This is an optimization exercise on Yosys and OpenROAD, whose aim is small area, a short achievable clock period and few clock cycles, not a production implementation.
RTL that was checked went through simulation tests only; none was proved equivalent to the original.
Only the layout flow was run in run 3; the RTL was not checked for function there.
No activity file was given, so power comes from the tool's default toggle rates.

$ cat flow/flow/run.sh
#!/bin/bash
# Standard layout with two resizer changes: port buffers are plain buffers
# instead of delay cells, and resizing may change a cell's footprint.
set -o pipefail
bash standard.sh MATCH_CELL_FOOTPRINT=0 \
	"BUFFER_PORTS_ARGS=-buffer_cell sky130_fd_sc_hd__buf_2" \
	finish > flow_make.log 2>&1
$ cat flow/standard.sh
#!/bin/bash
# synth_recipe.tcl (not shown) runs the flow's synth.tcl, then flattens the netlist and writes it again
# the make line also repeats each setting of config.mk as NAME=value (left out here)
make -C /OpenROAD-flow-scripts/flow DESIGN_CONFIG=/design/flow/config.mk WORK_HOME=/design/flow/orfs CLKGATE_MAP_FILE= SYNTH_SCRIPT=/design/flow/synth_recipe.tcl "${@:-finish}"
$ cat flow/config.mk
export PLATFORM = sky130hd
export DESIGN_NAME = gfStreamTop
export DESIGN_NICKNAME = gfStreamTop
export VERILOG_FILES = /design/flow/design.v
export SDC_FILE = /design/flow/constraint.sdc
export NUM_CORES = 4
export LEC_CHECK = 0
export CAP_MARGIN = 0
export CORE_MARGIN = 2
export CORE_UTILIZATION = 60
export SETUP_SLACK_MARGIN = 2.5
export SLEW_MARGIN = 0
$ cat flow/constraint.sdc
create_clock -name core_clock -period 4.5 [get_ports {clk}]
set_input_delay 0.9000 -clock core_clock [delete_from_list [all_inputs] [get_ports {clk}]]
set_output_delay 0.9000 -clock core_clock [all_outputs]
set_load 0.01 [all_outputs]
$ cat flow/design.v
package hostPkg;
	typedef logic [10:0] memAddrT;
	typedef logic [31:0] hostWordT;
	typedef logic [7:0] regAddrT;
	localparam regAddrT lengthRegIndex = 8'd0;
	localparam regAddrT multiplierRegIndex = 8'd1;
	localparam memAddrT cycleCountAddress = 11'd2047;
	localparam memAddrT maxLength = 11'd2047;
	localparam int fifoLogDepth = 5;
	typedef logic [fifoLogDepth:0] fifoCountT;
	typedef enum logic [1:0] {decodeIdle, decodeFetching, decodeRunning} decodeStateT;
	typedef enum logic [1:0] {writerStreaming, writerReporting, writerFinishing} writerStateT;
endpackage
package gfMathPkg;
	typedef logic [7:0] gfElemT;
	localparam int laneCount = 4;
	typedef logic [laneCount*8-1:0] gfWordT;
	localparam logic [8:0] fieldPoly = 9'h11B;
endpackage
`timescale 1ns/1ps
module gfStreamTop #(
	parameter int slotCount = 4
) (
	input logic clk,
	input logic reset,
	input logic runValue,
	output logic runClear,
	output logic regReq,
	input logic regAck,
	output hostPkg::regAddrT regAddr,
	input logic regReadValid,
	input hostPkg::hostWordT regReadData,
	output logic inReadReq,
	input logic inReadAck,
	output hostPkg::memAddrT inReadAddr,
	input logic inReadValid,
	input hostPkg::hostWordT inReadData,
	output logic outWriteReq,
	input logic outWriteAck,
	output hostPkg::memAddrT outWriteAddr,
	output hostPkg::hostWordT outWriteData
);
	localparam int ptrBits = (slotCount > 8) ? 4 : (slotCount > 4) ? 3 : (slotCount > 2) ? 2 : 1;
	localparam int creditLimit = slotCount + 1;
	localparam int usedBits = (creditLimit > 15) ? 5 : (creditLimit > 7) ? 4 : (creditLimit > 3) ? 3 : 2;
	function automatic logic [7:0] xtime(input logic [7:0] x);
		xtime = {x[6:0], 1'b0} ^ (x[7] ? 8'h1b : 8'h00);
	endfunction
	function automatic logic [ptrBits-1:0] ptrNext(input logic [ptrBits-1:0] p);
		ptrNext = (p == ptrBits'(slotCount - 1)) ? '0 : p + 1'b1;
	endfunction
	logic busy;
	logic regAddrBit;
	logic lengthSeen;
	logic multSeen;
	logic lengthJust;
	logic multJust;
	logic satHigh;
	logic satLow;
	logic rawNonZero;
	logic rawOne;
	logic [10:0] lastPrior;       
	logic lengthZero;
	logic lengthOne;
	logic [7:0] mulEven [0:3];    
	logic [7:0] mulPow [0:7];     
	logic [31:0] cycleCount;
	logic multArrive;
	logic lengthNonZero;
	logic multReady;
	assign multArrive = busy && regReadValid && lengthSeen && !multSeen;
	logic rawSat;
	assign rawSat = satHigh || satLow;
	assign lengthNonZero = lengthJust ? (rawSat || rawNonZero) : !lengthZero;
	logic lengthIsOne;
	assign lengthIsOne = lengthJust ? (!rawSat && rawOne) : lengthOne;
	assign multReady = multSeen && !multJust;
	assign regAddr = {7'b0, regAddrBit};
	always_ff @(posedge clk) begin
		satHigh <= |regReadData[31:22];
		satLow <= |regReadData[21:11];
		rawNonZero <= |regReadData[10:0];
		rawOne <= (regReadData[10:0] == 11'd1);
		if (!multSeen) begin
			mulEven[0] <= regReadData[7:0];
		end
		for (int i = 1; i < 4; i++) begin
			logic [7:0] power;
			power = mulEven[0];
			for (int j = 0; j < 2*i; j++) power = xtime(power);
			mulEven[i] <= power;
		end
		if (!lengthSeen) begin
			lastPrior <= regReadData[10:0];
		end else if (lengthJust) begin
			lastPrior <= rawSat ? 11'd2045 : lastPrior - 11'd2;
		end
		if (lengthJust) begin
			lengthZero <= !(rawSat || rawNonZero);
			lengthOne <= !rawSat && rawOne;
		end
		cycleCount <= multJust ? 32'd1 : cycleCount + 32'd1;
	end
	always_comb begin
		for (int i = 0; i < 4; i++) begin
			mulPow[2*i] = mulEven[i];
			mulPow[2*i+1] = xtime(mulEven[i]);
		end
	end
	logic [31:0] product;
	always_comb begin
		for (int lane = 0; lane < 4; lane++) begin
			logic [7:0] acc;
			acc = '0;
			for (int i = 0; i < 8; i++) begin
				acc = acc ^ (inReadData[lane*8 + i] ? mulPow[i] : 8'h00);
			end
			product[lane*8 +: 8] = acc;
		end
	end
	logic [31:0] slot [0:slotCount-1];
	logic [ptrBits-1:0] writePtr;
	logic [ptrBits-1:0] readPtr;
	logic [ptrBits:0] fill;
	logic bufEmpty;
	logic bufFull;
	always_ff @(posedge clk) begin
		for (int k = 0; k < slotCount; k++) begin
			if (!bufFull && writePtr == ptrBits'(k)) begin
				slot[k] <= product;
			end
		end
	end
	logic readAccept;
	logic writeAccept;
	logic writeFree;
	logic readAtLast;     
	logic outAtLast;      
	logic outIsCount;
	logic outFree;
	logic loadWord;
	logic takeSlot;
	logic pushSlot;
	logic lastWrite;
	logic countWait;      
	logic loadCount;
	logic [31:0] nextWord;
	assign readAccept = inReadReq && inReadAck;
	assign writeAccept = outWriteReq && outWriteAck;
	assign writeFree = writeAccept && !outIsCount;
	assign outFree = !outWriteReq || writeFree;
	assign loadWord = outFree && (!bufEmpty || inReadValid);
	assign takeSlot = loadWord && !bufEmpty;
	assign pushSlot = inReadValid && !bufEmpty || inReadValid && !outFree;
	assign nextWord = bufEmpty ? product : slot[readPtr];
	assign lastWrite = writeFree && outAtLast;
	assign loadCount = lastWrite || (countWait && multReady && !outWriteReq);
	logic readPhase;
	logic [usedBits-1:0] used;
	always_ff @(posedge clk) begin
		if (reset) begin
			busy <= 1'b0;
			regReq <= 1'b0;
			regAddrBit <= 1'b0;
			lengthSeen <= 1'b0;
			multSeen <= 1'b0;
			lengthJust <= 1'b0;
			multJust <= 1'b0;
			readPhase <= 1'b0;
			inReadReq <= 1'b0;
			inReadAddr <= '0;
			used <= '0;
			writePtr <= '0;
			readPtr <= '0;
			fill <= '0;
			bufEmpty <= 1'b1;
			bufFull <= 1'b0;
			outWriteReq <= 1'b0;
			outIsCount <= 1'b0;
			outWriteAddr <= '1;
			countWait <= 1'b0;
			runClear <= 1'b0;
		end else begin
			runClear <= 1'b0;
			lengthJust <= busy && regReadValid && !lengthSeen;
			multJust <= multArrive;
			if (!busy) begin
				if (runValue && !runClear) begin
					busy <= 1'b1;
					regReq <= 1'b1;
					regAddrBit <= 1'b0;
				end
				lengthSeen <= 1'b0;
				multSeen <= 1'b0;
				inReadAddr <= '0;
				outWriteAddr <= '1;
			end else begin
				if (regReq && regAck) begin
					if (!regAddrBit) regAddrBit <= 1'b1;
					else regReq <= 1'b0;
				end
				if (regReadValid) begin
					lengthSeen <= 1'b1;
					if (lengthSeen) multSeen <= 1'b1;
				end
			end
			if (readAccept && !writeFree) used <= used + 1'b1;
			if (writeFree && !readAccept) used <= used - 1'b1;
			if (readAccept) readAtLast <= (inReadAddr == lastPrior);
			if (multArrive) begin
				readAtLast <= lengthIsOne;
				readPhase <= lengthNonZero;
				inReadReq <= lengthNonZero;
				countWait <= !lengthNonZero;
			end else if (inReadReq && !inReadAck) begin
				inReadReq <= 1'b1;
			end else if (readAccept) begin
				inReadAddr <= inReadAddr + 1'b1;
				if (readAtLast) begin
					readPhase <= 1'b0;
					inReadReq <= 1'b0;
				end else begin
					inReadReq <= writeFree ? (used <= usedBits'(creditLimit - 1))
					                       : (used <= usedBits'(creditLimit - 2));
				end
			end else begin
				inReadReq <= readPhase && (writeFree || (used <= usedBits'(creditLimit - 1)));
			end
			if (pushSlot) writePtr <= ptrNext(writePtr);
			if (takeSlot) readPtr <= ptrNext(readPtr);
			if (pushSlot && !takeSlot) begin
				fill <= fill + 1'b1;
				bufEmpty <= 1'b0;
				bufFull <= (fill == (ptrBits+1)'(slotCount - 1));
			end
			if (takeSlot && !pushSlot) begin
				fill <= fill - 1'b1;
				bufEmpty <= (fill == (ptrBits+1)'(1));
				bufFull <= 1'b0;
			end
			if (loadCount) begin
				countWait <= 1'b0;
				outWriteReq <= 1'b1;
				outIsCount <= 1'b1;
				outWriteAddr <= '1;
			end else if (loadWord) begin
				outWriteReq <= 1'b1;
				outWriteAddr <= outWriteAddr + 1'b1;
				outAtLast <= (outWriteAddr == lastPrior);
			end else if (writeAccept) begin
				outWriteReq <= 1'b0;
				if (outIsCount) begin
					outIsCount <= 1'b0;
					runClear <= 1'b1;
					busy <= 1'b0;
				end
			end
		end
	end
	always_ff @(posedge clk) begin
		if (loadCount) begin
			outWriteData <= cycleCount;
		end else if (loadWord) begin
			outWriteData <= nextWord;
		end
	end
endmodule
==> results of run 1 <==
-- routing by layer --
metal  vias up  wire, um  GRT usage, %
met5         -         0             0
met4         0      1060          6.90
met3        84      4000          4.42
met2       595     19800          48.9
met1      5918     17400          42.7
li1       5653         -             -
-- layout make-up --
class | count | area [um^2]
multi-input combinational | 1157 | 7860
sequential | 284 | 7630
fill | 1751 | 6300
timing repair buffer | 236 | 1730
clock buffer | 39 | 847
tap | 330 | 413
clock inverter | 17 | 161
inverter | 26 | 101
-- cell usage after synthesis (all sizes together) (7+ instances only) --
library cell  count  share of area (%)
xnor2           225                 13
edfxtp          182                 36
nor2b            19               0.78
nand3            29               0.95
dfxtp           102                 13
nand2b           20               0.82
and2              7               0.29
buf              33                1.3
o21ai            21               0.69
and3             13               0.53
and4              8               0.46
nor3             10               0.33
a222oi           32                2.1
nor2            124                3.1
ha               19                1.6
inv              24               0.59
o211ai           22                1.1
nand2           362                8.9
nand4            15               0.62
clkbuf           82                2.0
mux2i            17                1.1
xor2             87                5.1
nor4             11               0.49
a31oi            23               0.94
a21oi            36                1.2
a32oi            12               0.69
-- sequential cells by signal, summed over array words and instances (netlist names), 2 cells and up --
signal / cells
mulEven: 26
fill: 3
cycleCount: 32
writePtr: 2
outWriteData: 32
used: 3
outWriteAddr: 11
inReadAddr: 11
slot: 128
lastPrior: 11
readPtr: 2
-- repair_timing --
item,CTS,global route
pin swaps,8,36
setup endpoints to repair,245,133
setup buffers,31,64
gates cloned,1,2
hold endpoints to repair,0,0
resized for setup,124,52
-- placed cells by master, fill, tap and decap left out, drive strengths merged, types with 8 or more instances in the layout --
master  Yosys  routed
a31oi      23      23
dfxtp     102     102
xor2       87      87
nand4      15      15
nor2b      19      19
a21oi      36      36
edfxtp    182     182
clkinv      2      16
nand3      29      29
xnor2     225     225
nor2      124     124
inv        24      24
a32oi      12      12
clkbuf     82      43
nor3       10      10
o21ai      21      21
nand2     362     363
and4        8       8
a222oi     32      32
o211ai     22      22
nor4       11      11
and3       13      13
buf        33     232
mux2i      17      17
nand2b     20      20
ha         19      19
-- worst min-delay path by stage --
stage	from	endpoint	slack, ps	depth (start not counted)
after global placement	readPhase$_SDFFE_PP0P_	readPhase$_SDFFE_PP0P_	470	2
after detailed placement	cycleCount[0]$_SDFF_PP1_	cycleCount[0]$_SDFF_PP1_	470	1
after global routing	inReadAddr[4]$_SDFF_PP0_	inReadAddr[4]$_SDFF_PP0_	510	1
after floorplan	mulEven[0][6]$_DFFE_PN_	mulEven[1][0]$_DFF_P_	360	0
after CTS	cycleCount[0]$_SDFF_PP1_	cycleCount[0]$_SDFF_PP1_	490	1
final	inReadAddr[4]$_SDFF_PP0_	inReadAddr[4]$_SDFF_PP0_	480	1
-- per-stage QoR --
stage          hold slack, ps  instance area, um^2  utilization, %
2_1_floorplan             364                15500               -
3_3_place_gp              470                16000            63.9
3_5_place_dp              474                16000            63.9
4_1_cts                   488                17900            71.4
5_1_grt                   508                18700            74.8
6_report                  482                18700            74.8
-- power by group through the flow --
stage	Sequential [mW]	Clock (mW)	Combinational [mW]
2_1_floorplan	4.03	0	2.13
5_1_grt	4.14	2.60	3.95
3_5_place_dp	4.16	0	2.97
4_1_cts	4.10	2.49	3.29
6_report	4.10	2.47	3.67
3_3_place_gp	4.15	0	2.90
-- kinds of logic after synthesis --
| kind of cell | after synthesis | synth area share, % |
|---|---|---|
| compound gates | 163 | 7.64 |
| xor+xnor | 312 | 18.1 |
| fa+ha+maj | 20 | 1.69 |
| buf+inv | 141 | 3.95 |
| flops | 284 | 49.2 |
| mux | 20 | 1.34 |
| other cells | 1 | 0.0246 |
| simple gates | 634 | 18.1 |
==> metrics list, run 1 <==
- Setup violations remaining at the end of the flow were counted as 0.
- The total count of hold-check failures in the final report came to 0.
- For the worst-skew pair, the clock arrives at the later sink with an insertion delay of 570 ps.
- In this run the worst setup path begins at outWriteData[27]$_DFFE_PP_.
* Switching share of total power: 34.3%
* Number of buffers on the longest clock path: 3
* Power per standard cell area: 546 nW/um^2
* Final Max Slew Viols: 0
- The synthesized netlist occupies a cell area of 15300 um^2.
- Core Region: 25000 um^2
- The flow ran to the end and the layout has no timing, DRC or antenna violations.
- Num CTS Buffers: 30
* Maximum number of pins on one net before global-route repair: 46
- The worst register-to-register path ends at outWriteData[3]$_DFFE_PP_.
* Cells along the critical path: buf_2
- Family with the most delay on the worst path: flip-flops
* Total Die Area: 26700 um^2
- Dividing the synthesized area by the synthesized cell count gives 9.69 um^2.
- Sequential cells burn 40.0% of the power.
* Final HPWL from detailed placement: 26.3 mm
- The final critical path takes up 47.1% of the cycle.
* Initial antenna violation count: 1
- The critical path ends at outWriteData[27].
- Int Power: 6.73 mW
* Fraction of final layout cells sized beyond drive strength 1: 24.2%
- In the final routed layout, each cell accounts on average for 20.2 um.
- Worst hold path class: reg -> reg
* Mean number of vias per cell: 5.86
- Sequential-to-total area share from yosys stat: 49.2%
- Once placement completed, the tool counted placed cells totaling 1935.
* VDD IR max: 0.375 mV
- Counting distinct cell types in the post-synthesis netlist gives 54.
- Synth Flop Type: sky130_fd_sc_hd__edfxtp_1
- H-Tree Depth: 1
* Crit path setup slack, layout: 2380 ps
- In this run the horizontal extent of the chip is 163 um.
- Number of standard cells in the final layout excluding fillers: 2089
- The worst pin sits at a relative slew slack of 52.2%.
- Static Leakage: 7.35 nW
- After layout, the design draws a total of 10.2 mW.
- Synthesis inferred 284 register bits.
- The die is 163 um tall.
- During synthesis, Yosys emitted a total of 4 warnings.
- Clock sink total: 284
* Share of power burned in combinational logic: 35.9%
- Final Routed Wirelength: 42.3 mm
* Max cap viols: 0
* Setup repair after global routing missed its margin: yes
- The clock arrives with 21.2 ps of skew.
- Of all flip-flops after synthesis, the portion carrying an async set or reset was 0%.
- Kind of launch point of the worst setup path: register
* Global-route wire length before repair: 61.8 mm
* CP Depth: 1
- TritonCTS built the clock tree.
- Area growth from synthesis to layout: 22.8%
- In this design, the stage delay of the slowest critical-path cell is 470 ps.
- The number of antenna diodes in the final layout is 0.
* GP Congestion: 0.906
- Maximum fanout encountered on the critical timing path: 1
- Port-buffer cells: 130
- The worst register-to-register path begins at mulEven[0][7]$_DFFE_PN_.
- Worst slack after detailed placement: 1590 ps
* Max stage delay cell, worst path: sky130_fd_sc_hd__edfxtp_1
- After detailed routing, the number of remaining DRC violations is 0.
* Final global-route overflow total: 0
* Final total negative setup slack: 0 ps
* EDFF count, synth: 182
- Relative contribution of the clock network to total power: 24.1%
- Power dissipated by switching net loads: 3.51 mW
* Final antenna-violating net count: 0
- For this configuration, the core starts out at a cell density of 60.9%.
- The first TritonRoute pass finished after 7 iterations.
- Counting cells, the worst reg-to-reg path comes to 8.
- After clock tree synthesis, the flow added hold-fix buffers numbering 0.
* Critical path buffer and inverter count: 1
- After floorplanning, the core was divided into 58 placement rows.
- Global routing used 30.0% of the available tracks across all layers.
* Post-synthesis instance total: 1575
- Number of global-route vias before repair: 11100
- The setup check on the worst reg-to-reg path leaves a slack of 2460 ps.
* Clock-pin slew reported for the worst setup and hold paths after clock tree synthesis: 60 ps
- Detailed routing inserted a total of 12300 vias.
* Achievable frequency: 471 MHz
* Measured slew at the worst slew-check pin: 717 ps
- Final period demand of the worst path: 2120 ps
* First-iteration detailed-routing DRC count: 1400
* Type of the worst setup path: reg -> out
- The net count of the finished layout is 1827.
- At the worst endpoint, the arrival time is 1220 ps.
- Kind of end point of the critical path: primary output
- STA puts the critical path data required time at 3600 ps.
- Top-level port count: 138
- The tree is rooted in a sky130_fd_sc_hd__clkbuf_16.
Testbench counts, summed over its fixed seeds: cycles 52,628.
==> run 2: changes to the inputs <==
==> flow/flow/run.sh (replaced) <==
#!/bin/bash
# Standard layout with resizer and clock tree changes: port buffers are
# plain buffers instead of delay cells, resizing may change a cell's
# footprint, and the clock tree gets no dummy loads.
set -o pipefail
bash standard.sh MATCH_CELL_FOOTPRINT=0 \
	"BUFFER_PORTS_ARGS=-buffer_cell sky130_fd_sc_hd__buf_2" \
	"CTS_ARGS=-sink_clustering_enable -repair_clock_nets -dont_use_dummy_load -buf_list {sky130_fd_sc_hd__clkbuf_4 sky130_fd_sc_hd__clkbuf_8}" \
	finish > flow_make.log 2>&1
--- a/flow/config.mk
+++ b/flow/config.mk
@@ -8,5 +8,6 @@
 export CAP_MARGIN = 0
 export CORE_MARGIN = 2
 export CORE_UTILIZATION = 60
+export CTS_BUF_LIST = sky130_fd_sc_hd__clkbuf_4 sky130_fd_sc_hd__clkbuf_8
 export SETUP_SLACK_MARGIN = 2.5
 export SLEW_MARGIN = 0
==> run 2 against run 1 <==
Net effect: still clean on timing, DRC and antenna; final cell count shrank 1.5%; utilization shrank 2.0 points; register-to-register slack lost 20 ps; via count shrank 1.1%; die area is the same; largest power group unchanged; highest routed layer unchanged.
==> metrics list, run 2 <==
- TritonCTS created 46 clock buffers.
* Netlist Area Pre-Place: 15300 um^2
- For the final database, setup skew stands at 36.7 ps.
- The final route contains 12100 vias.
- The internal portion of the total power is 6.19 mW.
* Clk Tree Root Cell: sky130_fd_sc_hd__clkbuf_8
* Leading registers by flop count: slot x128, cycleCount x32, outWriteData x32
- Detailed-route wire length per cell: 20.1 um
- In the routed design, unresolved DRC markers number 0.
- Max stage delay cell, worst path: sky130_fd_sc_hd__edfxtp_1
* Final HPWL from detailed placement: 26.3 mm
- Tracing the worst setup path back leads to its startpoint at outWriteData[27]$_DFFE_PP_.
- Summing the sequential cell areas from Yosys gives 49.2% of the chip area.
- Total Die Area: 26700 um^2
- Summed over all layers, the global routing overflow is 0.
- Post-synthesis sequential element count: 284
- The Yosys step of the flow raised 4 warnings.
* Critical path buffer and inverter count: 1
- Fraction of final layout cells sized beyond drive strength 1: 24.0%
* Clock sink total: 284
* Top-level port count: 138
- Synthesis produced 1575 cells.
* Launch point of the worst reg-to-reg path: mulEven[1][5]$_DFF_P_
- Setup violations remaining at the end of the flow were counted as 0.
* Worst slack after detailed placement: 1590 ps
- Row generation in the floorplan step produced 58 rows.
* Cell types with the largest area share after synthesis: sky130_fd_sc_hd__edfxtp_1, sky130_fd_sc_hd__dfxtp_1, sky130_fd_sc_hd__xnor2_1, sky130_fd_sc_hd__nand2_1, sky130_fd_sc_hd__xor2_1
- In this run the critical register-to-register path is captured at outWriteData[19]$_DFFE_PP_.
* Cells along the critical path: buf_2
- Along the worst path, the maximum fanout reaches 1.
- The tool flagged a number of max-cap violations equal to 0.
* CP Depth: 1
- Relative contribution of the clock network to total power: 18.9%
* Register ranked first by flip-flop count: slot
- Kind of launch point of the worst setup path: register
* Final antenna-violating net count: 0
* Period utilisation layout: 47.3%
* GP Congestion: 0.906
- The register with the most flip-flops in the layout has 128 of them.
- The finished layout holds 2057 standard cells, fillers aside.
- Among all flip-flop cells after synthesis, the most frequent one is sky130_fd_sc_hd__edfxtp_1.
- Initial core utilization: 60.9%
- Share of power burned in combinational logic: 38.3%
- Summing internal, switching and leakage power gives 9.59 mW.
- In this run the worst setup path terminates at outWriteData[27].
- Sequential share of power: 42.8%
- Entering global routing, the biggest net connects 45 pins.
* Placed Area: 16000 um^2
- VDD IR max: 0.310 mV
- Port-buffer cells: 130
* Final Routed Wirelength: 41.3 mm
- From synthesis to final layout, the design area changed by 19.5%.
- Max stage delay on crit path: 480 ps
* Power per standard cell area: 526 nW/um^2
- Worst reg-to-reg path cell count: 7
- Ranked by instance count, the synthesized netlist is headed by sky130_fd_sc_hd__nand2_1, sky130_fd_sc_hd__xnor2_1, sky130_fd_sc_hd__edfxtp_1.
- The total count of hold-check failures in the final report came to 0.
- NumNets Final: 1821
- Among all cell types in the netlist, the one instantiated most often is sky130_fd_sc_hd__nand2_1.
- The top cell type by area accounts for 35.8% of the synthesized area.
- Family with the most delay on the worst path: flip-flops
- In this run, placement finished with an instance count of 1935.
- Achievable frequency: 470 MHz
- Net switching is 35.4% of the power.
- For this design the static power due to leakage is 7.10 nW.
- Setup repair after global routing missed its margin: yes
- Worst hold path class: reg -> reg
- EDFF count, synth: 182
* Commonest non-fill, non-tap cells in the layout: sky130_fd_sc_hd__nand2_1, sky130_fd_sc_hd__edfxtp_1, sky130_fd_sc_hd__xnor2_1, sky130_fd_sc_hd__buf_2, sky130_fd_sc_hd__nor2_1
- Leaving out fill and tap cells, the most frequent cell in the layout is sky130_fd_sc_hd__nand2_1.
* Power dissipated by switching net loads: 3.40 mW
- At the worst endpoint, the required time is 3600 ps.
* Mean number of vias per cell: 5.89
- TritonCTS clock tree: done
- Total routing resource utilization after global routing: 30.2%
- The max-slew violation count was 0.
- Final period demand of the worst path: 2130 ps
- Height of the die: 163 um
* Library cell occupying the most area in the post-synthesis netlist: sky130_fd_sc_hd__edfxtp_1
- Type of the worst setup path: reg -> out
- Diode count: 0
- Cell area after layout: 18200 um^2
- Number of global-route vias before repair: 11200
- Counting distinct cell types in the post-synthesis netlist gives 54.
- The later pin in the worst-skew pair is clocked with a latency of 560 ps.
- Ys async rst share: 0%
- Clock-pin slew reported for the worst setup and hold paths after clock tree synthesis: 60 ps
- H-Tree Depth: 2
* Initial antenna violation count: 2
- After the first detailed-routing iteration, the DRC count stood at 1312.
* Arr. time, crit path: 1230 ps
- In the post-route analysis, the smallest setup slack over all paths is 2370 ps.
- The clock passes through at most 3 buffers.
- For this design, the CTS-stage hold fixing added 0 buffers.
* Measured slew at the worst slew-check pin: 683 ps
- Final total negative setup slack: 0 ps
- Result of the run: timing/DRC/antenna clean
- Kind of end point of the critical path: primary output
* Max-Slew Margin vs Limit: 54.5%
- The first global-routing pass estimated 62.0 mm of wire.
- The floorplan step defined a core boundary enclosing 25000 um^2.
- The first detailed-routing pass ran for 7 iterations.
- Worst reg-to-reg setup slack: 2440 ps
- Averaged over all synthesized cells, the footprint is 9.69 um^2.
* Chip Width: 163 um
## run 2: cell count changes in the layout (fill, tap and decap cells not counted), moves of 2 or more
cell	previous run	this run
sky130_fd_sc_hd__clkinv_2	7	0
sky130_fd_sc_hd__bufinv_16	2	0
sky130_fd_sc_hd__clkbuf_8	3	46
sky130_fd_sc_hd__dfxtp_2	10	16
sky130_fd_sc_hd__clkbuf_1	5	0
sky130_fd_sc_hd__clkinv_1	6	0
sky130_fd_sc_hd__xnor2_4	0	3
sky130_fd_sc_hd__dfxtp_4	29	24
sky130_fd_sc_hd__xnor2_2	42	49
sky130_fd_sc_hd__nand2_2	11	8
sky130_fd_sc_hd__xnor2_1	183	173
sky130_fd_sc_hd__clkinv_4	2	0
sky130_fd_sc_hd__clkbuf_16	35	0
sky130_fd_sc_hd__buf_4	84	67
## run 2: repair_timing
action,in CTS,in global routing
endpoints found under the setup margin,241,132
setup buffers,31,44
cloned,0,1
resized for setup,118,70
hold endpoints to repair,0,0
pin swaps,8,41
## run 2: how the worst min path moves through the flow
| stage | endpoint | slack, ps | start | cells after the start |
|---|---|---|---|---|
| 6_report | cycleCount[0]$_SDFF_PP1_ | 490 | cycleCount[0]$_SDFF_PP1_ | 1 |
| 5_1_grt | inReadAddr[3]$_SDFF_PP0_ | 530 | inReadAddr[3]$_SDFF_PP0_ | 2 |
| 4_1_cts | cycleCount[0]$_SDFF_PP1_ | 490 | cycleCount[0]$_SDFF_PP1_ | 1 |
| 3_5_place_dp | cycleCount[0]$_SDFF_PP1_ | 470 | cycleCount[0]$_SDFF_PP1_ | 1 |
| 3_3_place_gp | readPhase$_SDFFE_PP0P_ | 470 | readPhase$_SDFFE_PP0P_ | 2 |
| 2_1_floorplan | mulEven[1][0]$_DFF_P_ | 360 | mulEven[0][6]$_DFFE_PN_ | 0 |
## run 2: area by class of cell
cell class | count | area (um^2)
clock buffers | 46 | 633
fillers | 1788 | 6800
inverters | 26 | 105
multi-input cells | 1157 | 7980
flip-flops and latches | 284 | 7620
well taps | 330 | 413
repair buffers | 214 | 1490
## run 2: routing by layer
| metal | global-route usage, % | vias to the layer above | part of all wire, % |
|---|---|---|---|
| li1 | - | 5616 | - |
| met1 | 42.3 | 5820 | 42 |
| met2 | 48.1 | 595 | 46 |
| met3 | 5.43 | 89 | 9.3 |
| met4 | 9.17 | 0 | 2.5 |
| met5 | 0 | - | 0 |
## run 2: metrics by stage
step | utilization [%] | hold slack, ps
2_1_floorplan | - | 364
4_1_cts | 69.7 | 487
6_report | 72.8 | 494
3_3_place_gp | 63.9 | 470
5_1_grt | 72.8 | 526
3_5_place_dp | 63.9 | 474
## run 2: power by group through the flow
stage                     combinational, mW  sequential [mW]  clock (mW)
after global routing                   3.97             4.16        1.94
after CTS                              3.26             4.12        1.84
after floorplan                        2.13             4.03           0
final                                  3.67             4.11        1.81
after global placement                 2.90             4.15           0
after detailed placement               2.97             4.16           0
## run 2: cell families after synthesis
group,Yosys count,share of synthesized area (%)
compound gates,163,7.64
xor+xnor,312,18.1
fa+ha+maj,20,1.69
buf+inv,141,3.95
flops,284,49.2
mux,20,1.34
other cells,1,0.0246
simple gates,634,18.1
==> run 3: changes to the inputs <==
--- a/flow/design.v
+++ b/flow/design.v
@@ -19,7 +19,7 @@
 endpackage
 `timescale 1ns/1ps
 module gfStreamTop #(
-	parameter int slotCount = 4
+	parameter int slotCount = 5
 ) (
 	input logic clk,
 	input logic reset,
==> run 3 against run 2 <==
Net effect: still clean on timing, DRC and antenna; via count increased by 8.3%; cell area increased by 12%; clock power increased by 12%; register-to-register slack got worse by 130 ps; utilization increased by 0.96 points; sequential share of layout area increased by 0.77 points; clock-buffer cell count increased by 6; combinational power increased by 15%; critical path depth increased by 9; clock skew increased by 54 ps; largest power group unchanged.
==> metrics list, run 3 <==
- Counting both buffers and inverters, the worst setup path holds a total of 4.
- By startpoint and endpoint, the worst setup path is classified as reg -> reg.
* Number of setup violations in the final report: 0
- Fraction of final layout cells sized beyond drive strength 1: 26.9%
- Relative contribution of the clock network to total power: 18.6%
- Final Routed Wirelength: 48.4 mm
- Of all nets on the critical path, the largest fanout is 5.
* Kind of end point of the critical path: register
* EDFF count, synth: 214
- Post-synthesis mux area share: 0.518%
- The slowest stage of the critical path is the sky130_fd_sc_hd__a222oi_1 cell.
* Yosys Warn Count: 4
* Drt first pass iters: 6
- Total Die Area: 29100 um^2
- Register ranked first by flip-flop count: slot
- Max-Slew Margin vs Limit: 47.4%
- Net switching is 35.1% of the power.
* Period utilisation layout: 48.6%
- Arr. time, crit path: 2540 ps
- Largest family of logic cells by synthesized area: XOR/XNOR gates
- Detailed-route wire length per cell: 21.9 um
- The repair_antennas step left the layout with diodes totalling 0.
- Internal power comes to 7.06 mW.
* Final total negative setup slack: 0 ps
- For this design the top-level I/O count stands at 138.
- Port buffering added 130 buffers.
- Area growth from synthesis to layout: 22.0%
- The largest registers in the layout are slot x160, cycleCount x32, outWriteData x32.
* Post-route clock skew: 91.1 ps
- Power after layout: 10.9 mW
- Post-synthesis instance total: 1654
- The floorplan step set the die height to 171 um.
- The synthesized design contains 319 register bits.
* Maximum number of pins on one net before global-route repair: 58
* Area occupied by multi-input gates: 8350 um^2
- Share of the synthesized area in compound gates (AO/OA/AOI/OAI): 10.1%
- Number of buffers on the longest clock path: 3
- For this run, the leading register cell type out of synthesis is sky130_fd_sc_hd__edfxtp_1.
* Share of power burned in combinational logic: 38.8%
- VDD IR max: 0.296 mV
* Worst hold path class: reg -> reg
- The first global-routing pass estimated 70.9 mm of wire.
- Summed over all nets, the switching power comes to 3.81 mW.
* Final Max Slew Viols: 0
- Counting distinct cell types in the post-synthesis netlist gives 65.
- Summed over all layers, the global routing overflow is 0.
- The worst path meets setup with 2310 ps of slack.
* Initial core utilization: 60.5%
- For this run, design rule violations remaining after detail routing come to 0.
* Cell area after layout: 20300 um^2
- The share of synthesized area in the top cell type comes to 38.5%.
- Of the total synthesized cell area, the portion taken by XOR and XNOR cells is 16.6%.
- TritonCTS clock tree: done
- Final HPWL from detailed placement: 29.4 mm
* Static Leakage: 7.59 nW
- Hold violation count in the final report: 0
- The number of clock buffers added by TritonCTS is 52.
- Timing would allow up to 457 MHz.
- Average cell area after synthesis: 10.1 um^2
- Counting instances in the post-synthesis netlist gives the leading cell types as sky130_fd_sc_hd__nand2_1, sky130_fd_sc_hd__edfxtp_1, sky130_fd_sc_hd__xnor2_1.
- Most common cell after layout, fill and taps aside: sky130_fd_sc_hd__nand2_1
* Final period demand of the worst path: 2190 ps
* Commonest non-fill, non-tap cells in the layout: sky130_fd_sc_hd__nand2_1, sky130_fd_sc_hd__edfxtp_1, sky130_fd_sc_hd__xnor2_1, sky130_fd_sc_hd__buf_2, sky130_fd_sc_hd__nor2_1
- Kind of launch point of the worst setup path: register
* NumNets Final: 1922
* Insertion delay to the later sink of the worst-skew pair: 600 ps
* Hold-fix buffers, CTS: 0
* Number of standard cells in the final layout excluding fillers: 2205
- At the pin with the least slew margin, the transition time is 789 ps.
- At the worst endpoint, the required time is 4860 ps.
- After detailed placement, the design holds a cell count of 2061.
- The signal on the critical path passes through inv_4, ha_4, buf_6, clkbuf_16, buf_6, a22o_1, a222oi_1, a211oi_2, a21oi_1, o21ai_1.
- The first routing iteration left 1345 violations.
- Max stage delay on crit path: 420 ps
* Final antenna-violating net count: 0
- Clock tree synthesis selected as its root buffer the cell sky130_fd_sc_hd__clkbuf_8.
* Mean number of vias per cell: 5.95
- The H-tree was split into 2 levels.
* Total routing resource utilization after global routing: 32.3%
- The die is 171 um wide.
* Number of vias in the routed layout: 13100
* Result of the run: timing/DRC/antenna clean
- Max FFs per register: 160
- Routability-driven placement finished with a final weighted congestion of 0.911.
- Initial antenna violation count: 0
- Clock tree synthesis found a total of 319 sinks.
- The placed instances occupy a cell area of 17600 um^2.
- The most numerous cell type found on the critical path is sky130_fd_sc_hd__buf_6.
- By instance count, the leading cell after synthesis is sky130_fd_sc_hd__nand2_1.
- Setup repair after global routing missed its margin: yes
* Area used by sequential logic in the layout: 8650 um^2
* Family with the most delay on the worst path: compound AO/OA/AOI/OAI gates
- Worst slack after detailed placement: 1440 ps
* Core Region: 27600 um^2
- Post-synthesis simple-gate area fraction: 16.1%
- Sequential-to-total area share from yosys stat: 51.2%
* Ys async rst share: 0%
- The filler cells instantiated in the layout total 1931.
- Clock-pin slew reported for the worst setup and hold paths after clock tree synthesis: 60 ps
* Library cell occupying the most area in the post-synthesis netlist: sky130_fd_sc_hd__edfxtp_1
- Power per standard cell area: 535 nW/um^2
* Std cell rows: 61
- Adder-cell share of the synthesized area: 1.62%
* Sequential share of power: 42.6%
- Cell types with the largest area share after synthesis: sky130_fd_sc_hd__edfxtp_1, sky130_fd_sc_hd__dfxtp_1, sky130_fd_sc_hd__xnor2_1, sky130_fd_sc_hd__nand2_1, sky130_fd_sc_hd__xor2_1
- The mapped netlist covers 16700 um^2.
- Across the run, the number of max-cap violations was 0.
- The number of global-route vias before repair came to 12200.
## run 3: cell count changes after synthesis, sizes merged, moves of 17 or more
cell / before / now
xnor2: 225 / 206
nand2: 362 / 322
o211ai: 22 / 4
o21ai: 21 / 56
nand3b: 3 / 20
a211oi: 4 / 26
a21oi: 36 / 72
a22o: 0 / 28
a22oi: 0 / 18
edfxtp: 182 / 214
a31oi: 23 / 4
## run 3: repair_timing
item                                    in CTS  in global routing
gates resized for setup                    160                108
pin swaps                                   30                 67
gates cloned                                 8                  7
endpoints found under the setup margin     254                155
setup buffers                               43                 34
## run 3: through the flow
stage | utilization (%) | hold slack (ps)
after floorplan | - | 365
after global placement | 63.8 | 463
after detailed placement | 63.8 | 465
after CTS | 70.6 | 476
after global routing | 73.8 | 490
final | 73.8 | 483
## run 3: area by class of cell
class / instances / area share [%]
Sequential cell: 319 / 42.5
Multi-Input combinational cell: 1189 / 41.1
Clock buffer: 52 / 3.52
Inverter: 33 / 0.665
Timing Repair Buffer: 234 / 9.86
Tap cell: 378 / 2.33
## run 3: cell families after synthesis
logic type	count (synthesis)
fa+ha+maj	21
simple gates	593
xor+xnor	306
buf+inv	155
compound gates	251
mux	8
other cells	1
flops	319
## run 3: worst register-to-register path: stages, from the launching register on
cell	delay, ps
sky130_fd_sc_hd__dfxtp_4	390
sky130_fd_sc_hd__inv_4	60
sky130_fd_sc_hd__ha_4	170
sky130_fd_sc_hd__buf_6	130
sky130_fd_sc_hd__clkbuf_16	160
sky130_fd_sc_hd__buf_6	110
sky130_fd_sc_hd__a22o_1	170
sky130_fd_sc_hd__a222oi_1	420
sky130_fd_sc_hd__a211oi_2	160
sky130_fd_sc_hd__a21oi_1	150
sky130_fd_sc_hd__o21ai_1	80
## run 3: power by group through the flow
stage	Clock (mW)	Combinational [mW]	Sequential [mW]
finish	2.02	4.22	4.63
global route	2.16	4.52	4.68
CTS	2.05	3.70	4.61
detailed placement	0	3.17	4.65
global placement	0	3.08	4.64
floorplan	0	2.25	4.50
## run 3: layer usage
metal	GRT usage [%]	wire length [um]	vias to the layer above
met5	0	0	-
met3	4.97	4090	112
met4	10.9	1690	0
met1	43.7	19300	6334
met2	53.3	23300	638
li1	-	-	6037
## run 3: final timing paths
kind                                                    to  depth (start not counted)                      from  slack, ps
worst max-delay path            outWriteData[21]$_DFFE_PP_                         10   readPtr[1]$_SDFFE_PP0N_       2310
worst min-delay path              cycleCount[0]$_SDFF_PP1_                          1  cycleCount[0]$_SDFF_PP1_        480
worst max register to register  outWriteData[21]$_DFFE_PP_                         10   readPtr[1]$_SDFFE_PP0N_       2310
worst min register to register    cycleCount[0]$_SDFF_PP1_                          1  cycleCount[0]$_SDFF_PP1_        480
==> run 4: changes to the inputs <==
--- a/flow/design.v
+++ b/flow/design.v
@@ -19,7 +19,7 @@
 endpackage
 `timescale 1ns/1ps
 module gfStreamTop #(
-	parameter int slotCount = 5
+	parameter int slotCount = 4
 ) (
 	input logic clk,
 	input logic reset,
--- a/flow/config.mk
+++ b/flow/config.mk
@@ -9,5 +9,5 @@
 export CORE_MARGIN = 2
 export CORE_UTILIZATION = 60
 export CTS_BUF_LIST = sky130_fd_sc_hd__clkbuf_4 sky130_fd_sc_hd__clkbuf_8
-export SETUP_SLACK_MARGIN = 2.5
+export SETUP_SLACK_MARGIN = 2.3
 export SLEW_MARGIN = 0
==> run 4 against run 3 <==
Net effect: total power shrank 16%; clock power fell by about 10%; first-iteration DRC count shrank 14%; sequential cell count down 35; via count down 11%; synthesized area shrank 8.5%; clock-buffer cell count shrank 5; sequential power is 11% lower; final cell count shrank 9.3%; critical path depth down 4; critical path type unchanged; largest power group unchanged.
==> metrics list, run 4 <==
* Result of the run: timing/DRC/antenna clean
- Summed over all layers, the routed wires come to 39.5 mm.
- The layout has 2005 filler cells.
- Maximum fanout encountered on the critical timing path: 7
- The path class of the tightest hold or removal check is reg -> reg.
- Number of standard cells in the final layout excluding fillers: 1999
- Num CTS Buffers: 47
- Clock-pin slew was measured on the worst setup and hold paths at 50 ps.
* Max-Slew Margin vs Limit: 53.2%
- The number of hold buffers added after CTS was 0.
- After detailed routing, the average wire length per cell comes to 19.8 um.
- Most common cell after layout, fill and taps aside: sky130_fd_sc_hd__nand2_1
- Summed over all instances, the cell type with the most area after synthesis is sky130_fd_sc_hd__edfxtp_1.
- Final antenna-violating net count: 0
- Area growth from synthesis to layout: 12.2%
* Share of the synthesized area in the top cell type: 35.8%
* GP Congestion: 0.879
- In this run, placement finished with an instance count of 1935.
* Insertion delay to the later sink of the worst-skew pair: 550 ps
- Endpoint required time on the critical path: 4760 ps
- Synth Flop Type: sky130_fd_sc_hd__edfxtp_1
- Measured slew at the worst slew-check pin: 702 ps
- The initial antenna violation count came to 0.
- The critical path is of the reg -> reg type.
- Power spread over the standard cell area amounts to 532 nW/um^2.
- Max cap viols: 0
- VDD IR max: 0.284 mV
* Cell area after layout: 17100 um^2
* Static Leakage: 6.52 nW
- Number of setup violations in the final report: 0
- Most frequent cell after synthesis: sky130_fd_sc_hd__nand2_1
* Post-synthesis instance total: 1575
- The register with the most flip-flops in the layout has 128 of them.
* Core Region: 25000 um^2
- For this design the top-level I/O count stands at 138.
- After global routing the overflow that remains totals 0.
* Maximum number of pins on one net before global-route repair: 44
- Kind of end point of the critical path: register
* DRC violation count after routing: 0
- Final Max Slew Viols: 0
* Leading registers by flop count: slot x128, cycleCount x32, outWriteData x32
- Global-route wire length before repair: 60.8 mm
- The worst setup path is launched from a register.
- For this configuration, the core starts out at a cell density of 60.9%.
* Ys async rst share: 0%
- Number of global-route vias before repair: 11000
- Final hold analysis gives a worst-case slack of 483 ps.
* Post-route clock skew: 35.1 ps
- NumNets Final: 1763
- Total routing resource utilization after global routing: 29.6%
- Number of buffers on the longest clock path: 3
- Setup repair after global routing could not meet its margin everywhere.
* Fraction of final layout cells sized beyond drive strength 1: 16.2%
* Yosys Warn Count: 4
* Achievable frequency: 456 MHz
- Arr. time, crit path: 2450 ps
- The synthesized design contains 182 enable-type register cells.
- In this run the tool buffered the top-level ports with 130 buffer cells.
- Netlist Area Pre-Place: 15300 um^2
* Final HPWL from detailed placement: 26.4 mm
- Register ranked first by flip-flop count: slot
* Post-synthesis sequential element count: 284
* TritonCTS clock tree: done
* Synth cell types: 54
- Clock sink total: 284
- Hold violation count in the final report: 0
- In the layout the commonest cells are sky130_fd_sc_hd__nand2_1, sky130_fd_sc_hd__xnor2_1, sky130_fd_sc_hd__edfxtp_1, sky130_fd_sc_hd__buf_2, sky130_fd_sc_hd__nor2_1.
- Hold Crit Depth: 1
* Number of vias in the routed layout: 11700
* Chip Width: 163 um
* Mean number of vias per cell: 5.84
* Period utilisation layout: 48.8%
- Clk Tree Root Cell: sky130_fd_sc_hd__clkbuf_8
* Drt first pass iters: 9
- For this run, the register share of the synthesized area comes to 49.2%.
- The placed instances occupy a cell area of 16000 um^2.
- Worst reg-to-reg path cell count: 6
* Average cell area after synthesis: 9.69 um^2
- H-Tree Depth: 2
* Diode count: 0
- Height of the die: 163 um
- The routed design could run at a clock period as short as 2190 ps.
* Cell types with the largest area share after synthesis: sky130_fd_sc_hd__edfxtp_1, sky130_fd_sc_hd__dfxtp_1, sky130_fd_sc_hd__xnor2_1, sky130_fd_sc_hd__nand2_1, sky130_fd_sc_hd__xor2_1
- For the final routed database, the setup TNS stands at 0 ps.
* Std cell rows: 58
- The floorplan step defined a die boundary enclosing 26700 um^2.
- First-iteration detailed-routing DRC count: 1152
* Commonest cells in the synthesized netlist: sky130_fd_sc_hd__nand2_1, sky130_fd_sc_hd__xnor2_1, sky130_fd_sc_hd__edfxtp_1
==> run 4: kinds of logic (layout without fill, tap and decap cells) <==
group | Yosys count | after routing | share of synthesized area, %
AOI/OAI and AO/OA | 163 | 163 | 7.64
adders and majority gates | 20 | 20 | 1.69
other | 1 | 7 | 0.0246
DFF | 284 | 284 | 49.2
muxes | 20 | 20 | 1.34
xor gates and xnor gates | 312 | 312 | 18.1
and+or+nand+nor | 634 | 634 | 18.1
buffers and inverters | 141 | 229 | 3.95
==> run 4: layout make-up <==
class,count,area (um^2),share of cell area [%]
Multi-Input combinational cell,1156,7520,44.0
Timing Repair Buffer,156,903,5.28
Clock buffer,47,647,3.78
Tap cell,330,413,2.41
Inverter,26,101,0.592
Sequential cell,284,7530,44.0
==> run 4: worst max-delay path, stage by stage (launching register included) <==
cell                       delay, ps
sky130_fd_sc_hd__edfxtp_1        570
sky130_fd_sc_hd__xor2_4          400
sky130_fd_sc_hd__nand2_1         110
sky130_fd_sc_hd__xnor2_1         150
sky130_fd_sc_hd__xnor2_1         270
sky130_fd_sc_hd__mux2i_1         330
sky130_fd_sc_hd__nand2_1          90
==> run 4: power breakdown <==
group          switching, mW  internal (mW)  total, mW  leakage [nW]
Clock                  0.893          0.918       1.81         0.338
Sequential             0.424           3.71       4.13          2.59
Combinational           1.90           1.26       3.16          3.60
Total                   3.22           5.88       9.11          6.52
==> run 4: timing repair <==
| item | 4_1_cts | 5_1_grt |
|---|---|---|
| endpoints found under the setup margin | 170 | 57 |
| pin swaps | 0 | 2 |
| buffers inserted | 15 | 2 |
| gates resized for setup | 23 | 34 |
==> run 4: worst paths after layout <==
| path | slack (ps) | startpoint | to |
|---|---|---|---|
| min | 480 | cycleCount[0]$_SDFF_PP1_ | cycleCount[0]$_SDFF_PP1_ |
| max reg2reg | 2310 | mulEven[0][3]$_DFFE_PN_ | outWriteData[4]$_DFFE_PP_ |
| min reg2reg | 480 | cycleCount[0]$_SDFF_PP1_ | cycleCount[0]$_SDFF_PP1_ |
| max | 2310 | mulEven[0][3]$_DFFE_PN_ | outWriteData[4]$_DFFE_PP_ |
==> run 4: layer usage <==
layer  vias up  GRT usage, %  wire length [um]
li1       5497             -                 -
met3        78          5.23              3110
met5         -             0                 0
met2       455          47.2             18300
met4         0          8.49               973
met1      5640          41.7             17100
==> run 4: through the flow <==
stage | setup WS, ps | util, % | power [mW]
5_1_grt | 2220 | 68.4 | 9.59
6_report | 2310 | 68.4 | 9.11
4_1_cts | 2300 | 67.4 | 9.01
2_1_floorplan | 2200 | - | 6.13
3_3_place_gp | 1670 | 63.8 | 7.07
3_5_place_dp | 1600 | 63.8 | 7.16
Testbench counts of run 4, summed over its fixed seeds: cycles 52,628.
==> run 5: changes to the inputs <==
--- a/flow/config.mk
+++ b/flow/config.mk
@@ -7,7 +7,7 @@
 export LEC_CHECK = 0
 export CAP_MARGIN = 0
 export CORE_MARGIN = 2
-export CORE_UTILIZATION = 60
+export CORE_UTILIZATION = 70
 export CTS_BUF_LIST = sky130_fd_sc_hd__clkbuf_4 sky130_fd_sc_hd__clkbuf_8
-export SETUP_SLACK_MARGIN = 2.3
+export SETUP_SLACK_MARGIN = 2.4
 export SLEW_MARGIN = 0
==> run 5 against run 4 <==
Net effect: still clean on timing, DRC and antenna; sequential share of layout area down 0.76 points; total power up 3.2%; clock-buffer cell count shrank 1; die area down 14%; routed wire length grew 5.9%; register-to-register slack improved by 97 ps; utilization rose by 12 points; clock skew grew 36 ps; non-clock buffer count increased by 20; maximum frequency is 4.6% higher; largest power group unchanged; highest routed layer unchanged.
==> metrics list, run 5 <==
* NumNets Final: 1784
* Power per standard cell area: 538 nW/um^2
- Detailed-route wire length per cell: 21.3 um
- Register ranked first by flip-flop count: slot
- Once placement completed, the tool counted placed cells totaling 1884.
- After layout, the worst setup slack is 2400 ps.
* Commonest cells in the synthesized netlist: sky130_fd_sc_hd__nand2_1, sky130_fd_sc_hd__xnor2_1, sky130_fd_sc_hd__edfxtp_1
* Mean number of vias per cell: 6.21
- Yosys mapped a number of flops with a built-in enable equal to 182.
* Most frequent cell after synthesis: sky130_fd_sc_hd__nand2_1
* Cell types with the largest area share after synthesis: sky130_fd_sc_hd__edfxtp_1, sky130_fd_sc_hd__dfxtp_1, sky130_fd_sc_hd__xnor2_1, sky130_fd_sc_hd__nand2_1, sky130_fd_sc_hd__xor2_1
- The root buffer cell chosen for the clock tree is sky130_fd_sc_hd__clkbuf_8.
- Achievable frequency: 477 MHz
* Total routing resource utilization after global routing: 34.3%
- For the finished layout, the period the worst path requires is 2100 ps.
* Max cap viols: 0
- Power after layout: 9.40 mW
* Critical path buffer and inverter count: 2
* Area used by sequential logic in the layout: 7540 um^2
- On the worst path, the slowest cell contributes a delay of 420 ps.
- Setup repair after global routing could not meet its margin everywhere.
- Hold violation count in the final report: 0
* Number of standard cells in the final layout excluding fillers: 1970
* Initial core utilization: 70.6%
- After layout, the worst path uses 46.6% of the clock period.
* Leading registers by flop count: slot x128, cycleCount x32, outWriteData x32
- STA puts the critical path data required time at 4790 ps.
- The largest individual stage delay along the critical path comes from the cell sky130_fd_sc_hd__edfxtp_1.
* Number of setup violations in the final report: 0
- The max-slew violation count was 0.
- Input and output buffers added on the ports amount to 130.
* Height of the die: 152 um
- Entering global routing, the biggest net connects 46 pins.
- DRC violation count after routing: 0
- Total Die Area: 23000 um^2
- Post-synthesis sequential element count: 284
* Measured slew at the worst slew-check pin: 711 ps
- STA classifies the critical path startpoint as a register.
- Most frequent cell on the critical path: sky130_fd_sc_hd__xnor2_2
* Type of the worst setup path: reg -> reg
* Number of vias in the routed layout: 12200
* Kind of end point of the critical path: register
- Result of the run: timing/DRC/antenna clean
- Cell area after layout: 17500 um^2
* Synth Flop Type: sky130_fd_sc_hd__edfxtp_1
- Buffers inserted to repair hold after CTS numbered 0.
* Final global-route overflow total: 0
- After detailed routing, the total wire length is 41.9 mm.
- Worst slack after detailed placement: 1570 ps
- For this design, the sink count on the clock tree is 284.
- Initial antenna violation count: 0
- Share of the synthesized area in the top cell type: 35.8%
* Clock-pin slew reported for the worst setup and hold paths after clock tree synthesis: 50 ps
- During I/O placement, the number of pins put on the boundary was 138.
- Counting the buffers created by CTS gives 46.
- In the layout the commonest cells are sky130_fd_sc_hd__nand2_1, sky130_fd_sc_hd__xnor2_1, sky130_fd_sc_hd__edfxtp_1, sky130_fd_sc_hd__buf_2, sky130_fd_sc_hd__nor2_1.
- Broken down by cell family, the worst path's largest delay share belongs to XOR/XNOR gates.
* Worst hold path class: reg -> reg
* TritonCTS clock tree: done
- In the final timing run, aggregate negative setup slack is 0 ps.
* Fraction of final layout cells sized beyond drive strength 1: 19.1%
- At the end of routability-driven placement, the weighted congestion stood at 0.906.
* Library cell occupying the most area in the post-synthesis netlist: sky130_fd_sc_hd__edfxtp_1
- Final HPWL from detailed placement: 26.3 mm
- The first global-routing pass estimated 60.3 mm of wire.
- The clock tree synthesis step divided the H-tree into 2 levels.
- Post-synthesis instance total: 1575
- Across the VDD grid, the largest voltage drop is 0.356 mV.
- The clock passes through at most 3 buffers.
- Final antenna-violating net count: 0
- After detailed placement, the total cell area comes to 15900 um^2.
- Maximum fanout encountered on the critical timing path: 8
* Area growth from synthesis to layout: 14.4%
* Yosys Warn Count: 4
- The average instance in the mapped netlist occupies 9.69 um^2.
- Worst slack on hold paths: 494 ps
- For this run, the share of the core covered by cells in the final layout is 80.7%.
* Drt first pass iters: 9
* Core Region: 21600 um^2
* Max-Slew Margin vs Limit: 52.3%
* Number of global-route vias before repair: 11300
- Cells along the critical path: buf_12, buf_4, xor2_4, nand2_2, xnor2_2, xnor2_2, mux2i_1, nand2_1
- After synthesis, the share of flip-flops with an asynchronous set or reset is 0%.
- First-iteration detailed-routing DRC count: 1263
* # fillers: 1397
- 0 antenna diodes ended up in the layout.
- Clock skew on the completed layout was measured at 71.5 ps.
- Netlist Area Pre-Place: 15300 um^2
- Synth cell types: 54
* Std cell rows: 54
- The clock reaches the later pin of the worst-skew pair after 570 ps.
* Most common cell after layout, fill and taps aside: sky130_fd_sc_hd__nand2_1
- Static Leakage: 6.73 nW
- Data arrives at the worst endpoint at 2390 ps.
- The register with the most flip-flops in the layout has 128 of them.
* Chip Width: 152 um
- Area occupied by multi-input gates: 7710 um^2
* Sequential-to-total area share from yosys stat: 49.2%
run 5: cell counts after synthesis:
No cell type changed its count.
run 5: timing repair:
action,4_1_cts,5_1_grt
setup buffers,13,24
pin swaps,0,15
endpoints found under the setup margin,198,133
cloned,0,3
gates resized for setup,45,57
run 5: path summary, 6_finish.rpt:
check                               start                    endpoint  slack (ps)  cells after the start
setup / recovery  mulEven[0][7]$_DFFE_PN_  outWriteData[28]$_DFFE_PP_        2400                      8
hold / removal    regAddrBit$_SDFFE_PP0P_     regAddrBit$_SDFFE_PP0P_         490                      2
setup reg to reg  mulEven[0][7]$_DFFE_PN_  outWriteData[28]$_DFFE_PP_        2400                      8
hold reg to reg   regAddrBit$_SDFFE_PP0P_     regAddrBit$_SDFFE_PP0P_         490                      2
run 5: layout make-up:
cell class / instances / area share, %
Timing Repair Buffer: 176 / 6.34
Multi-Input combinational cell: 1157 / 44.2
Sequential cell: 284 / 43.2
Timing Repair inverter: 1 / 0.0287
Clock buffer: 46 / 3.63
Tap cell: 280 / 2.01
Inverter: 26 / 0.602
run 5: worst reg2reg max path, stage by stage (launching register included):
cell	delay [ps]
sky130_fd_sc_hd__edfxtp_1	420
sky130_fd_sc_hd__buf_12	170
sky130_fd_sc_hd__buf_4	150
sky130_fd_sc_hd__xor2_4	260
sky130_fd_sc_hd__nand2_2	100
sky130_fd_sc_hd__xnor2_2	160
sky130_fd_sc_hd__xnor2_2	270
sky130_fd_sc_hd__mux2i_1	240
sky130_fd_sc_hd__nand2_1	70
run 5: report_power, final:
part	leakage, nW	internal (mW)	switching [mW]
Combinational	3.80	1.40	2.08
Sequential	2.59	3.71	0.426
Clock	0.331	0.899	0.892
run 5: routing by layer:
layer  GRT usage [%]  up-vias  wire length (um)
met3            5.21      107              4150
li1                -     5540                 -
met2            55.8      714             20300
met4            11.3        0              1150
met1            47.5     5872             16300
met5               0        -                 0
run 5: kinds of logic after synthesis:
group / after synthesis / synth area share, %
mux: 20 / 1.34
buf+inv: 141 / 3.95
xor+xnor: 312 / 18.1
flops: 284 / 49.2
simple gates: 634 / 18.1
other cells: 1 / 0.0246
compound gates: 163 / 7.64
fa+ha+maj: 20 / 1.69
==> run 6: changes to the inputs <==
--- a/flow/config.mk
+++ b/flow/config.mk
@@ -7,7 +7,7 @@
 export LEC_CHECK = 0
 export CAP_MARGIN = 0
 export CORE_MARGIN = 2
-export CORE_UTILIZATION = 70
+export CORE_UTILIZATION = 60
 export CTS_BUF_LIST = sky130_fd_sc_hd__clkbuf_4 sky130_fd_sc_hd__clkbuf_8
 export SETUP_SLACK_MARGIN = 2.4
 export SLEW_MARGIN = 0
==> run 6 against run 5 <==
Net effect: synthesized area is the same; maximum frequency shrank 0.41%; first-iteration DRC count grew 7.0%; setup slack lost 8.7 ps; utilization shrank 11 points; cell area shrank 0.29%; global-route usage shrank 4.5 points; hold slack gained 5.4 ps; sequential cell count is the same; largest cell class unchanged.
==> metrics list, run 6 <==
- The run finished with no timing, DRC or antenna violations.
- The floorplan has 58 rows.
- The clock passes through at most 3 buffers.
- Average cell area after synthesis: 9.69 um^2
* Achievable frequency: 475 MHz
- Max-Slew Margin vs Limit: 55.9%
* Commonest non-fill, non-tap cells in the layout: sky130_fd_sc_hd__nand2_1, sky130_fd_sc_hd__xnor2_1, sky130_fd_sc_hd__edfxtp_1, sky130_fd_sc_hd__buf_2, sky130_fd_sc_hd__nor2_1
- Power spread over the standard cell area amounts to 530 nW/um^2.
- The tool flagged a number of max-cap violations equal to 0.
- Cell types with the largest area share after synthesis: sky130_fd_sc_hd__edfxtp_1, sky130_fd_sc_hd__dfxtp_1, sky130_fd_sc_hd__xnor2_1, sky130_fd_sc_hd__nand2_1, sky130_fd_sc_hd__xor2_1
- Final period demand of the worst path: 2110 ps
* Cells along the critical path: xor2_4, buf_6, nand2_2, xnor2_2, xnor2_2, mux2i_1, nand2_1
- Counting flops with an async set or reset pin after synthesis yields a share of 0%.
* TritonCTS clock tree: done
* Maximum number of pins on one net before global-route repair: 44
- Power dissipated by switching net loads: 3.27 mW
- After detailed placement, the total cell area comes to 16000 um^2.
- DRC violation count after routing: 0
* Cell area after layout: 17400 um^2
- Netlist Area Pre-Place: 15300 um^2
- Sequential share of power: 44.7%
- In the routed layout, each cell is associated on average with a via count of 5.80.
- The count of nets left with antenna violations once routing finished came out at 0.
- Clock tree synthesis selected as its root buffer the cell sky130_fd_sc_hd__clkbuf_8.
- The first global-routing pass estimated 61.5 mm of wire.
- For the worst flop-to-flop path, the logic depth is 7.
* Arr. time, crit path: 2410 ps
* Height of the die: 163 um
- For this block, the routed nets add up to 40.2 mm of wire.
- Worst hold path class: reg -> reg
- Setup repair after global routing missed its margin: yes
* Worst Hold Path EP: countWait$_SDFFE_PP0P_
- More flip-flops sit in one register than any other, and that register is slot.
- Final Max Slew Viols: 0
- Along the worst path, the maximum fanout reaches 7.
* Post-route clock skew: 67.1 ps
- Initial antenna violation count: 0
* Top-level port count: 138
- Final HPWL from detailed placement: 26.1 mm
- Total routing resource utilization after global routing: 29.8%
* Most frequent cell after synthesis: sky130_fd_sc_hd__nand2_1
- Yosys mapped the design onto 54 distinct sky130hd cell types.
- Max FFs per register: 128
- The die covers 26700 um^2.
- The repair_antennas step left the layout with diodes totalling 0.
* Final total negative setup slack: 0 ps
* Most frequent cell on the critical path: sky130_fd_sc_hd__xnor2_2
- Type of the worst setup path: reg -> reg
- Across all layers, the routed design uses 11700 vias.
- Clock-pin slew was measured on the worst setup and hold paths at 50 ps.
- Final hold analysis gives a worst-case slack of 499 ps.
- Yosys Warn Count: 4
* Core Region: 25000 um^2
* Switching share of total power: 35.5%
- Library cell occupying the most area in the post-synthesis netlist: sky130_fd_sc_hd__edfxtp_1
- Period utilisation layout: 46.8%
- EDFF count, synth: 182
- The worst hold path begins at countWait$_SDFFE_PP0P_.
- After global routing the overflow that remains totals 0.
- Drt first pass iters: 9
- Kind of end point of the critical path: register
- Initial core utilization: 60.9%
- First-iteration detailed-routing DRC count: 1351
- In this run the critical register-to-register path is launched from mulEven[0][2]$_DFFE_PN_.
* NumNets Final: 1774
- The total count of hold-check failures in the final report was 0.
- Detailed-route wire length per cell: 20.0 um
* Sequential-to-total area share from yosys stat: 49.2%
* Hold-fix buffers, CTS: 0
* Clock sink total: 284
- The clock reaches the later pin of the worst-skew pair after 570 ps.
- In this run, placement finished with an instance count of 1936.
* Endpoint required time on the critical path: 4810 ps
- Num CTS Buffers: 47
* Relative contribution of the clock network to total power: 19.8%
- Kind of launch point of the worst setup path: register
- The H-tree was split into 2 levels.
* Share of power burned in combinational logic: 35.5%
* Int Power: 5.95 mW
- Area growth from synthesis to layout: 14.1%
- On the worst path, the slowest cell contributes a delay of 670 ps.
- Port-buffer cells: 130
- Worst reg-to-reg setup slack: 2390 ps
- Reg2reg end: outWriteData[3]$_DFFE_PP_
* Commonest cells in the synthesized netlist: sky130_fd_sc_hd__nand2_1, sky130_fd_sc_hd__xnor2_1, sky130_fd_sc_hd__edfxtp_1
- Measured slew at the worst slew-check pin: 661 ps
- Number of global-route vias before repair: 11000
- Setup violations remaining at the end of the flow were counted as 0.
* Fraction of final layout cells sized beyond drive strength 1: 18.3%
- The largest registers in the layout are slot x128, cycleCount x32, outWriteData x32.
- Summed over its instances, the top area cell type makes up 35.8% of the synthesized netlist area.
* Most common cell after layout, fill and taps aside: sky130_fd_sc_hd__nand2_1
- Synthesis inferred 284 register bits.
- Chip Width: 163 um
- In this run the static leakage power is 6.67 nW.
* Power after layout: 9.22 mW
- Synthesis handed over a netlist of 1575 instances.
* Max stage delay cell, worst path: sky130_fd_sc_hd__edfxtp_1
- GP Congestion: 0.926
- Number of standard cells in the final layout excluding fillers: 2010
- Synth Flop Type: sky130_fd_sc_hd__edfxtp_1
- The worst hold path passes through 2 cells.
* VDD IR max: 0.372 mV
-- run 6: layout make-up --
type	count	area (um^2)
timing repair buffer	166	1020
multi-input combinational	1156	7670
inverter	26	101
fill	1958	7630
sequential	284	7540
tap	330	413
timing repair inverter	1	7.51
clock buffer	47	647
-- run 6: metrics by stage --
stage                     util, %  setup WS [ps]
after floorplan                 -           2200
after global placement       63.9           1670
after detailed placement     63.9           1650
after CTS                    67.9           2400
after global routing         69.5           2320
final                        69.5           2390
-- run 6: worst max-delay path: cells and delay by family, from the launching register on --
| family | cells | cell delay [ps] |
|---|---|---|
| flip-flops | 1 | 670 |
| XOR/XNOR | 3 | 660 |
| multiplexers | 1 | 290 |
| buffers and inverters | 1 | 130 |
| AND/OR/NAND/NOR | 2 | 130 |
-- run 6: power by group through the flow --
| stage | Clock [mW] | Sequential [mW] | Combinational, mW |
|---|---|---|---|
| finish | 1.82 | 4.13 | 3.28 |
| global placement | 0 | 4.16 | 2.89 |
| CTS | 1.85 | 4.11 | 3.11 |
| global route | 1.96 | 4.17 | 3.57 |
| floorplan | 0 | 4.03 | 2.11 |
| detailed placement | 0 | 4.16 | 2.98 |
-- run 6: logic make-up (layout without fill, tap and decap cells) --
family,after synthesis,count (layout),share of synthesized area (%)
AOI/OAI and AO/OA,163,163,7.64
DFF,284,284,49.2
buffers and inverters,141,240,3.95
other,1,7,0.0246
xor gates and xnor gates,312,312,18.1
adders and majority gates,20,20,1.69
and+or+nand+nor,634,634,18.1
muxes,20,20,1.34
-- run 6: what timing repair did --
| item | CTS | global route |
|---|---|---|
| setup buffers | 16 | 10 |
| pin swaps | 1 | 10 |
| gates cloned | 1 | 0 |
| endpoints found under the setup margin | 188 | 81 |
| gates resized for setup | 47 | 49 |
-- run 6: worst max path at each step --
stage	startpoint	endpoint	slack, ps	cells after the start
finish	mulEven[0][2]$_DFFE_PN_	outWriteData[3]$_DFFE_PP_	2390	7
global route	mulEven[0][7]$_DFFE_PN_	outWriteData[3]$_DFFE_PP_	2320	9
CTS	mulEven[2][5]$_DFF_P_	outWriteData[20]$_DFFE_PP_	2400	6
detailed placement	outWriteAck	outWriteData[9]$_DFFE_PP_	1650	8
global placement	outWriteAck	outWriteData[28]$_DFFE_PP_	1670	8
floorplan	outWriteAck	used[2]$_SDFFE_PP0P_	2200	8
-- run 6: layer usage --
| metal | share of wire, % | GRT usage, % | vias up |
|---|---|---|---|
| li1 | - | - | 5513 |
| met1 | 43 | 42.2 | 5571 |
| met2 | 47 | 47.6 | 492 |
| met3 | 8.5 | 4.67 | 77 |
| met4 | 2.1 | 8.69 | 0 |
| met5 | 0 | 0 | - |

port drivers added, routing unchanged:
How much do the figures lean on ideal ports? The routed layouts below were timed once more, with nothing changed but the port constraints. Step 1 (the two cells are an assumption about what drives the block):
set clk [get_ports {clk}]
set_driving_cell -lib_cell sky130_fd_sc_hd__clkbuf_16 $clk
set_driving_cell -lib_cell sky130_fd_sc_hd__buf_2 [delete_from_list [all_inputs] $clk]
Step 2 also shifts input and output timing later by t, the mid clock arrival at the registers, as if the neighbouring blocks saw the same clock. Three values: no drivers, after step 1, after step 2; two values: the first two.
run	t (ns)	slack for setup (ns)	worst setup path after step 2	clock arrival spread, ns	worst slew at a driven data input, ns
run 1	0.616	2.379 / 2.324 / 1.963	input to register	0.022 / 0.022	0.05
run 2	0.591	2.370 / 2.322 / 1.969	input to register	0.040 / 0.039	0.05
run 3	0.599	2.311 / 2.311 / 1.877	input to register	0.091 / 0.091	0.05
run 4	0.580	2.306 / 2.306 / 1.871	input to register	0.035 / 0.035	0.05
run 5	0.577	2.403 / 2.381 / 1.839	input to register	0.071 / 0.071	0.05
run 6	0.581	2.394 / 2.392 / 1.899	input to register	0.071 / 0.071	0.05
After both steps every run listed still meets setup and hold. The setup slack of run 5, which loses most, moves by -0.022 ns with the drivers and by -0.564 ns with both steps.
